What follows belongs to an exercise in optimizing a design on an open flow for small area and a short achievable clock period; a production flow would make more cautious choices. The RTL was checked by simulation tests, not by an equivalence proof against the original design. Power is estimated from default activity; no workload was simulated.

the reference run:
==> flow/design.v <==
package memArbPkg;
  localparam int nMasters   = 4;   
  localparam int sliceLen   = 4;   
  localparam int addrW      = 6;   
  localparam int dataW      = 16;
  localparam int queueDepth = 4;   
  typedef logic [addrW-1:0]    addr_t;      
  typedef logic [dataW-1:0]    data_t;      
  typedef logic [nMasters-1:0] grant_t;     
  typedef logic [1:0]          slotCnt_t;   
  typedef enum logic [2:0] {
    idle = 3'd0,
    own0 = 3'd1,
    own1 = 3'd2,
    own2 = 3'd3,
    own3 = 3'd4
  } arbState_e;
endpackage
`timescale 1ns/1ps
module cmdQueueMaster (
  input  logic             clk,
  input  logic             rst,
  input  logic             cmdValid,
  input  logic             cmdWrite,
  input  memArbPkg::addr_t cmdAddr,
  input  memArbPkg::data_t cmdData,
  input  logic             pop,         
  input  logic             nextPop,     
  output logic             cmdFull,
  output logic             nextReq,     
  output logic             nextWrite,   
  output memArbPkg::addr_t nextAddr,
  output memArbPkg::data_t nextData
);
  localparam int CW = 1 + memArbPkg::addrW + memArbPkg::dataW;   
  logic [CW-1:0] q [4];
  logic [1:0]    wrPtr;
  logic [3:0]    rdOne;     
  logic [4:0]    level;     
  logic [4:0]    src;       
  logic          push;
  logic [3:0]    rdOneNext;
  logic [4:0]    levelNext;
  logic          bypassNext;
  logic [CW-1:0] head;
  assign cmdFull = level[4];
  assign push    = cmdValid && !level[4];
  assign nextReq = !src[4] || push;
  always_ff @(posedge clk) begin
    if (push) begin
      q[wrPtr] <= {cmdWrite, cmdAddr, cmdData};
    end
  end
  always_comb begin
    rdOneNext = pop ? {rdOne[2:0], rdOne[3]} : rdOne;
    case ({push, pop})
      2'b10:   levelNext = {level[3:0], 1'b0};
      2'b01:   levelNext = {1'b0, level[4:1]};
      default: levelNext = level;
    endcase
    bypassNext = levelNext[0] || (levelNext[1] && nextPop);
  end
  always_ff @(posedge clk or negedge rst) begin
    if (!rst) begin
      wrPtr <= '0;
      rdOne <= 4'b0001;
      level <= 5'b00001;
      src   <= 5'b10000;
    end else begin
      if (push) wrPtr <= wrPtr + 2'd1;
      rdOne <= rdOneNext;
      level <= levelNext;
      for (int k = 0; k < 4; k++) begin
        src[k] <= !bypassNext && (nextPop ? rdOneNext[(k + 3) % 4] : rdOneNext[k]);
      end
      src[4] <= bypassNext;
    end
  end
  always_comb begin
    head = {cmdWrite, cmdAddr, cmdData} & {CW{src[4]}};
    for (int k = 0; k < 4; k++) begin
      head = head | (q[k] & {CW{src[k]}});
    end
  end
  assign {nextWrite, nextAddr, nextData} = head;
endmodule
`timescale 1ns/1ps
module sliceArbiter (
  input  logic                           clk,
  input  logic                           rst,
  input  logic [memArbPkg::nMasters-1:0] nextReq,    
  output memArbPkg::grant_t              gnt,        
  output memArbPkg::grant_t              gntAhead    
);
  memArbPkg::slotCnt_t cntAhead;   
  memArbPkg::grant_t   pick;
  logic                idle;
  logic                sliceEnd;
  assign idle     = (gntAhead == '0);
  assign sliceEnd = (cntAhead == 2'd3);
  always_comb begin
    pick = gntAhead;
    if (idle) begin
      casez (nextReq)
        4'b???1: pick = 4'b0001;
        4'b??10: pick = 4'b0010;
        4'b?100: pick = 4'b0100;
        4'b1000: pick = 4'b1000;
        default: pick = 4'b0000;
      endcase
    end else if (sliceEnd) begin
      pick = '0;
      for (int o = 0; o < 4; o++) begin
        if (gntAhead[o]) begin
          for (int k = 3; k >= 0; k--) begin
            if (nextReq[(o + 1 + k) % 4]) pick = 4'(1 << ((o + 1 + k) % 4));
          end
        end
      end
    end
  end
  always_ff @(posedge clk or negedge rst) begin
    if (!rst) begin
      gnt      <= '0;
      gntAhead <= '0;
      cntAhead <= '0;
    end else begin
      gnt      <= gntAhead;
      gntAhead <= pick;
      cntAhead <= (idle || sliceEnd) ? 2'd0 : cntAhead + 2'd1;
    end
  end
endmodule
`timescale 1ns/1ps
module sharedRam (
  input  logic                           clk,
  input  logic                           rst,
  input  logic [memArbPkg::nMasters-1:0] issPop,     
  input  logic                           issWrite,   
  input  logic                           issWe,      
  input  logic [7:0]                     issHi,      
  input  logic [7:0]                     issLo,      
  input  logic                           phase,      
  input  memArbPkg::data_t               issDataX,   
  output logic [memArbPkg::nMasters-1:0] rdValid,
  output memArbPkg::data_t               rdData
);
  localparam int NW = 2**memArbPkg::addrW;
  localparam int DW = memArbPkg::dataW;
  logic [NW-1:0][DW-1:0] mem;       
  logic [NW-1:0]         wordSel;
  logic [NW-1:0]         wordWe;
  logic [NW-1:0]         wordHold;
  logic [DW-1:0]         wrBits;
  logic [DW-1:0]         rdWord;    
  logic [7:0] rowWe;
  for (genvar h = 0; h < 8; h++) begin : gRow
    ramAnd2 uWe  (.a(issHi[h]), .b(issWe), .y(rowWe[h]));
  end
  for (genvar w = 0; w < NW; w++) begin : gWord
    ramAnd2  uSel  (.a(issHi[w/8]), .b(issLo[w%8]), .y(wordSel[w]));
    ramAnd2  uWe   (.a(rowWe[w/8]), .b(issLo[w%8]), .y(wordWe[w]));
    ramNand2 uHold (.a(rowWe[w/8]), .b(issLo[w%8]), .y(wordHold[w]));
  end
  assign wrBits = issDataX;
  always_ff @(posedge clk) begin
    for (int w = 0; w < NW; w++) begin
      mem[w] <= ~((mem[w] | {DW{wordWe[w]}}) & ({DW{wordHold[w]}} | wrBits));
    end
  end
  for (genvar b = 0; b < DW; b++) begin : gRead
    logic [NW/8-1:0]  oct;    
    logic [NW/16-1:0] hexN;   
    for (genvar k = 0; k < NW/8; k++) begin : gOct
      logic [7:0] bits;
      for (genvar j = 0; j < 8; j++) begin : gBit
        assign bits[j] = mem[8*k+j][b];
      end
      ramOr8 u (.a(bits), .s(wordSel[8*k +: 8]), .y(oct[k]));
    end
    for (genvar k = 0; k < NW/16; k++) begin : gHex
      ramNor2 u (.a(oct[2*k]), .b(oct[2*k+1]), .y(hexN[k]));
    end
    ramNand4 uAll (.a(hexN[0]), .b(hexN[1]), .c(hexN[2]), .d(hexN[3]), .y(rdWord[b]));
  end
  always_ff @(posedge clk) begin
    rdData <= rdWord ^ {DW{phase}};
  end
  always_ff @(posedge clk or negedge rst) begin
    if (!rst) begin
      rdValid <= '0;
    end else begin
      rdValid <= issPop & {memArbPkg::nMasters{!issWrite}};
    end
  end
endmodule
module ramAnd2 (input logic a, input logic b, output logic y);
  assign y = a & b;
endmodule
module ramNand2 (input logic a, input logic b, output logic y);
  assign y = !(a & b);
endmodule
module ramOr8 (input logic [7:0] a, input logic [7:0] s, output logic y);
  logic [3:0] pairN;   
  always_comb begin
    for (int k = 0; k < 4; k++) begin
      pairN[k] = !((a[2*k] & s[2*k]) | (a[2*k+1] & s[2*k+1]));
    end
  end
  assign y = !(&pairN);
endmodule
module ramNand4 (input logic a, input logic b, input logic c, input logic d, output logic y);
  assign y = !(a & b & c & d);
endmodule
module ramNor2 (input logic a, input logic b, output logic y);
  assign y = !(a | b);
endmodule
`timescale 1ns/1ps
module sharedMemSys (
  input  logic                           clk,
  input  logic                           rst,
  input  logic [memArbPkg::nMasters-1:0] cmdValid,
  input  logic [memArbPkg::nMasters-1:0] cmdWrite,
  input  logic [memArbPkg::nMasters*memArbPkg::addrW-1:0] cmdAddr,   
  input  logic [memArbPkg::nMasters*memArbPkg::dataW-1:0] cmdData,   
  output logic [memArbPkg::nMasters-1:0] cmdFull,
  output logic [memArbPkg::nMasters-1:0] rdValid,
  output memArbPkg::data_t               rdData,
  output memArbPkg::grant_t              gnt
);
  localparam int NM = memArbPkg::nMasters;
  localparam int AW = memArbPkg::addrW;
  localparam int DW = memArbPkg::dataW;
  logic [NM-1:0]     nextReq;
  logic [NM-1:0]     nextWrite;
  logic [NM*AW-1:0]  nextAddr;
  logic [NM*DW-1:0]  nextData;
  memArbPkg::grant_t nextGnt;   
  logic [NM-1:0]     nextPop;   
  logic [NM-1:0]    issPop;     
  logic             issWrite;
  logic             issWe;
  logic [7:0]       issHi;
  logic [7:0]       issLo;
  memArbPkg::data_t issDataX;   
  logic             phase;      
  for (genvar i = 0; i < NM; i++) begin : gMaster
    cmdQueueMaster queueMaster (
      .clk       (clk),
      .rst       (rst),
      .cmdValid  (cmdValid[i]),
      .cmdWrite  (cmdWrite[i]),
      .cmdAddr   (cmdAddr[i*AW +: AW]),
      .cmdData   (cmdData[i*DW +: DW]),
      .pop       (issPop[i]),
      .nextPop   (nextPop[i]),
      .cmdFull   (cmdFull[i]),
      .nextReq   (nextReq[i]),
      .nextWrite (nextWrite[i]),
      .nextAddr  (nextAddr[i*AW +: AW]),
      .nextData  (nextData[i*DW +: DW])
    );
  end
  sliceArbiter arbiter (
    .clk      (clk),
    .rst      (rst),
    .nextReq  (nextReq),
    .gnt      (gnt),
    .gntAhead (nextGnt)
  );
  localparam int CW = 1 + AW + DW;   
  logic             selWrite;
  memArbPkg::addr_t selAddr;
  memArbPkg::data_t selData;
  logic [CW-1:0]    sel;
  for (genvar c = 0; c < CW; c++) begin : gSel
    logic [NM-1:0] bits;
    for (genvar i = 0; i < NM; i++) begin : gBit
      if (c == CW - 1) begin : gW
        assign bits[i] = nextWrite[i];
      end else if (c >= DW) begin : gA
        assign bits[i] = nextAddr[i*AW + c - DW];
      end else begin : gD
        assign bits[i] = nextData[i*DW + c];
      end
    end
    issSel4 u (.a(bits), .g(nextGnt), .y(sel[c]));
  end
  assign {selWrite, selAddr, selData} = sel;
  assign nextPop = nextGnt & nextReq;
  always_ff @(posedge clk or negedge rst) begin
    if (!rst) begin
      issPop   <= '0;
      issWe    <= 1'b0;
      phase    <= 1'b0;
    end else begin
      phase    <= !phase;
      issPop   <= nextPop;
      issWe    <= |(nextPop & nextWrite);
    end
  end
  always_ff @(posedge clk) begin
    issWrite <= selWrite;
    for (int k = 0; k < 8; k++) begin
      issHi[k] <= (selAddr[5:3] == 3'(k));
      issLo[k] <= (selAddr[2:0] == 3'(k));
    end
    issDataX <= selData ^ {DW{!phase}};
  end
  sharedRam ram (
    .clk      (clk),
    .rst      (rst),
    .issPop   (issPop),
    .issWrite (issWrite),
    .issWe    (issWe),
    .issHi    (issHi),
    .issLo    (issLo),
    .phase    (phase),
    .issDataX (issDataX),
    .rdValid  (rdValid),
    .rdData   (rdData)
  );
endmodule
module issSel4 (input logic [3:0] a, input logic [3:0] g, output logic y);
  assign y = !(!((a[0] & g[0]) | (a[1] & g[1])) & !((a[2] & g[2]) | (a[3] & g[3])));
endmodule
==> flow/config.mk <==
export PLATFORM = sky130hd
export DESIGN_NAME = sharedMemSys
export DESIGN_NICKNAME = sharedMemSys
export VERILOG_FILES = /design/flow/design.v
export SDC_FILE = /design/flow/constraint.sdc
export NUM_CORES = 4
export LEC_CHECK = 0
export CAP_MARGIN = 20
export CORE_MARGIN = 2
export CORE_UTILIZATION = 60
export CTS_CLUSTER_DIAMETER = 70
export CTS_CLUSTER_SIZE = 30
export SETUP_SLACK_MARGIN = 1.9
export SLEW_MARGIN = 20
export SYNTH_HIERARCHICAL = 1
export TNS_END_PERCENT = 10
==> flow/constraint.sdc <==
create_clock -name core_clock -period 4.0 [get_ports {clk}]
set_input_delay 0.8000 -clock core_clock [delete_from_list [all_inputs] [get_ports {clk}]]
set_output_delay 0.8000 -clock core_clock [all_outputs]
set_load 0.01 [all_outputs]
standard.sh (not shown) runs the stock make flow with config.mk's settings and CLKGATE_MAP_FILE= SYNTH_SCRIPT=/design/flow/synth_recipe.tcl, a recipe that flattens the netlist after the stock synthesis.
==> flow/flow/run.sh <==
#!/bin/bash
# standard layout, with port buffers of a plain buffer cell instead of the
# delay-type buffer buffer_ports picks on its own
set -euo pipefail
bash standard.sh "BUFFER_PORTS_ARGS=-buffer_cell sky130_fd_sc_hd__buf_2" finish > make_finish.log 2>&1
--- input diff the reference run..the trial run ---
diff --git a/flow/design.v b/flow/design.v
--- a/flow/design.v
+++ b/flow/design.v
@@ -137,33 +137,43 @@
   input  logic                           rst,
   input  logic [memArbPkg::nMasters-1:0] issPop,     
   input  logic                           issWrite,   
   input  logic                           issWe,      
+  input  logic                           issWeDup,   
   input  logic [7:0]                     issHi,      
   input  logic [7:0]                     issLo,      
-  input  logic                           phase,      
-  input  memArbPkg::data_t               issDataX,   
+  input  memArbPkg::data_t               issData,
   output logic [memArbPkg::nMasters-1:0] rdValid,
   output memArbPkg::data_t               rdData
 );
   localparam int NW = 2**memArbPkg::addrW;
   localparam int DW = memArbPkg::dataW;
+  logic                  phase;     
   logic [NW-1:0][DW-1:0] mem;       
   logic [NW-1:0]         wordSel;
   logic [NW-1:0]         wordWe;
   logic [NW-1:0]         wordHold;
   logic [DW-1:0]         wrBits;
   logic [DW-1:0]         rdWord;    
+  always_ff @(posedge clk or negedge rst) begin
+    if (!rst) begin
+      phase <= 1'b0;
+    end else begin
+      phase <= !phase;
+    end
+  end
   logic [7:0] rowWe;
+  logic [7:0] rowWeDup;
   for (genvar h = 0; h < 8; h++) begin : gRow
     ramAnd2 uWe  (.a(issHi[h]), .b(issWe), .y(rowWe[h]));
+    ramAnd2 uDup (.a(issHi[h]), .b(issWeDup), .y(rowWeDup[h]));
   end
   for (genvar w = 0; w < NW; w++) begin : gWord
     ramAnd2  uSel  (.a(issHi[w/8]), .b(issLo[w%8]), .y(wordSel[w]));
     ramAnd2  uWe   (.a(rowWe[w/8]), .b(issLo[w%8]), .y(wordWe[w]));
-    ramNand2 uHold (.a(rowWe[w/8]), .b(issLo[w%8]), .y(wordHold[w]));
+    ramNand2 uHold (.a(rowWeDup[w/8]), .b(issLo[w%8]), .y(wordHold[w]));
   end
-  assign wrBits = issDataX;
+  assign wrBits = issData ^ {DW{phase}};
   always_ff @(posedge clk) begin
     for (int w = 0; w < NW; w++) begin
       mem[w] <= ~((mem[w] | {DW{wordWe[w]}}) & ({DW{wordHold[w]}} | wrBits));
     end
@@ -239,12 +249,12 @@
   logic [NM-1:0]     nextPop;   
   logic [NM-1:0]    issPop;     
   logic             issWrite;
   logic             issWe;
+  logic             issWeDup;
   logic [7:0]       issHi;
   logic [7:0]       issLo;
-  memArbPkg::data_t issDataX;   
-  logic             phase;      
+  memArbPkg::data_t issData;
   for (genvar i = 0; i < NM; i++) begin : gMaster
     cmdQueueMaster queueMaster (
       .clk       (clk),
       .rst       (rst),
@@ -291,33 +301,33 @@
   always_ff @(posedge clk or negedge rst) begin
     if (!rst) begin
       issPop   <= '0;
       issWe    <= 1'b0;
-      phase    <= 1'b0;
+      issWeDup <= 1'b0;
     end else begin
-      phase    <= !phase;
       issPop   <= nextPop;
-      issWe    <= |(nextPop & nextWrite);
+      issWe    <= (|nextPop) && selWrite;
+      issWeDup <= |(nextPop & nextWrite);   
     end
   end
   always_ff @(posedge clk) begin
     issWrite <= selWrite;
     for (int k = 0; k < 8; k++) begin
       issHi[k] <= (selAddr[5:3] == 3'(k));
       issLo[k] <= (selAddr[2:0] == 3'(k));
     end
-    issDataX <= selData ^ {DW{!phase}};
+    issData <= selData;
   end
   sharedRam ram (
     .clk      (clk),
     .rst      (rst),
     .issPop   (issPop),
     .issWrite (issWrite),
     .issWe    (issWe),
+    .issWeDup (issWeDup),
     .issHi    (issHi),
     .issLo    (issLo),
-    .phase    (phase),
-    .issDataX (issDataX),
+    .issData  (issData),
     .rdValid  (rdValid),
     .rdData   (rdData)
   );
 endmodule
Notes after the runs:
Sort the trial run and the reference run by final hold slack, descending, and the trial run comes first. The trial run ended up with a higher post-synthesis xor/xnor area fraction than the reference run did. Number of nets produced by synthesis essentially unchanged between the reference run and the trial run. Going from the reference run to the trial run, number of cells upsized or downsized after cts shrank by more than a quarter. Row fraction of power consumed by the clock network: the trial run higher / the reference run lower. Looking at average wire per standard cell, the trial run sits about 3.4% below the reference run. Diff the reference run -> the trial run: total wirelength of the detailed-routed design -about 3.5%, relative contribution of combinational cells to total power +5.2 points. In the tables for the trial run and the reference run, cell area after layout reads lower with the trial run. The trial run vs. the reference run: setup slack after layout went up 0.027 ns; total global routing track utilization went down 0.23 points.

==> re-timing with driven ports <==
No port has a modelled driver above. Below, the same layouts with a new extraction and two added sets of constraints. Step 1, drivers: a clkbuf_16 drives clk and a buf_2 each remaining input, both assumed. Step 2 times the ports against the registers' clock, not the clock port: input delays grow and output delays shrink by t, the midpoint of the rising clock arrivals with the driver on. Slacks: ideal / step 1 / step 2; pairs: ideal / step 1.
| run | t (ns) | slack for setup (ns) | worst slew at a driven data input, ns | pins driven straight from the clock port |
|---|---|---|---|---|
| the reference run | 0.747 | 1.778 / 1.778 / 1.553 | 0.08 | 1 |
| the trial run | 0.726 | 1.805 / 1.742 / 1.568 | 0.10 | 1 |
After both steps every run listed still meets setup and hold. For the trial run, which loses most, drivers alone change the setup slack by -0.063 ns; drivers and shift together by -0.237 ns.
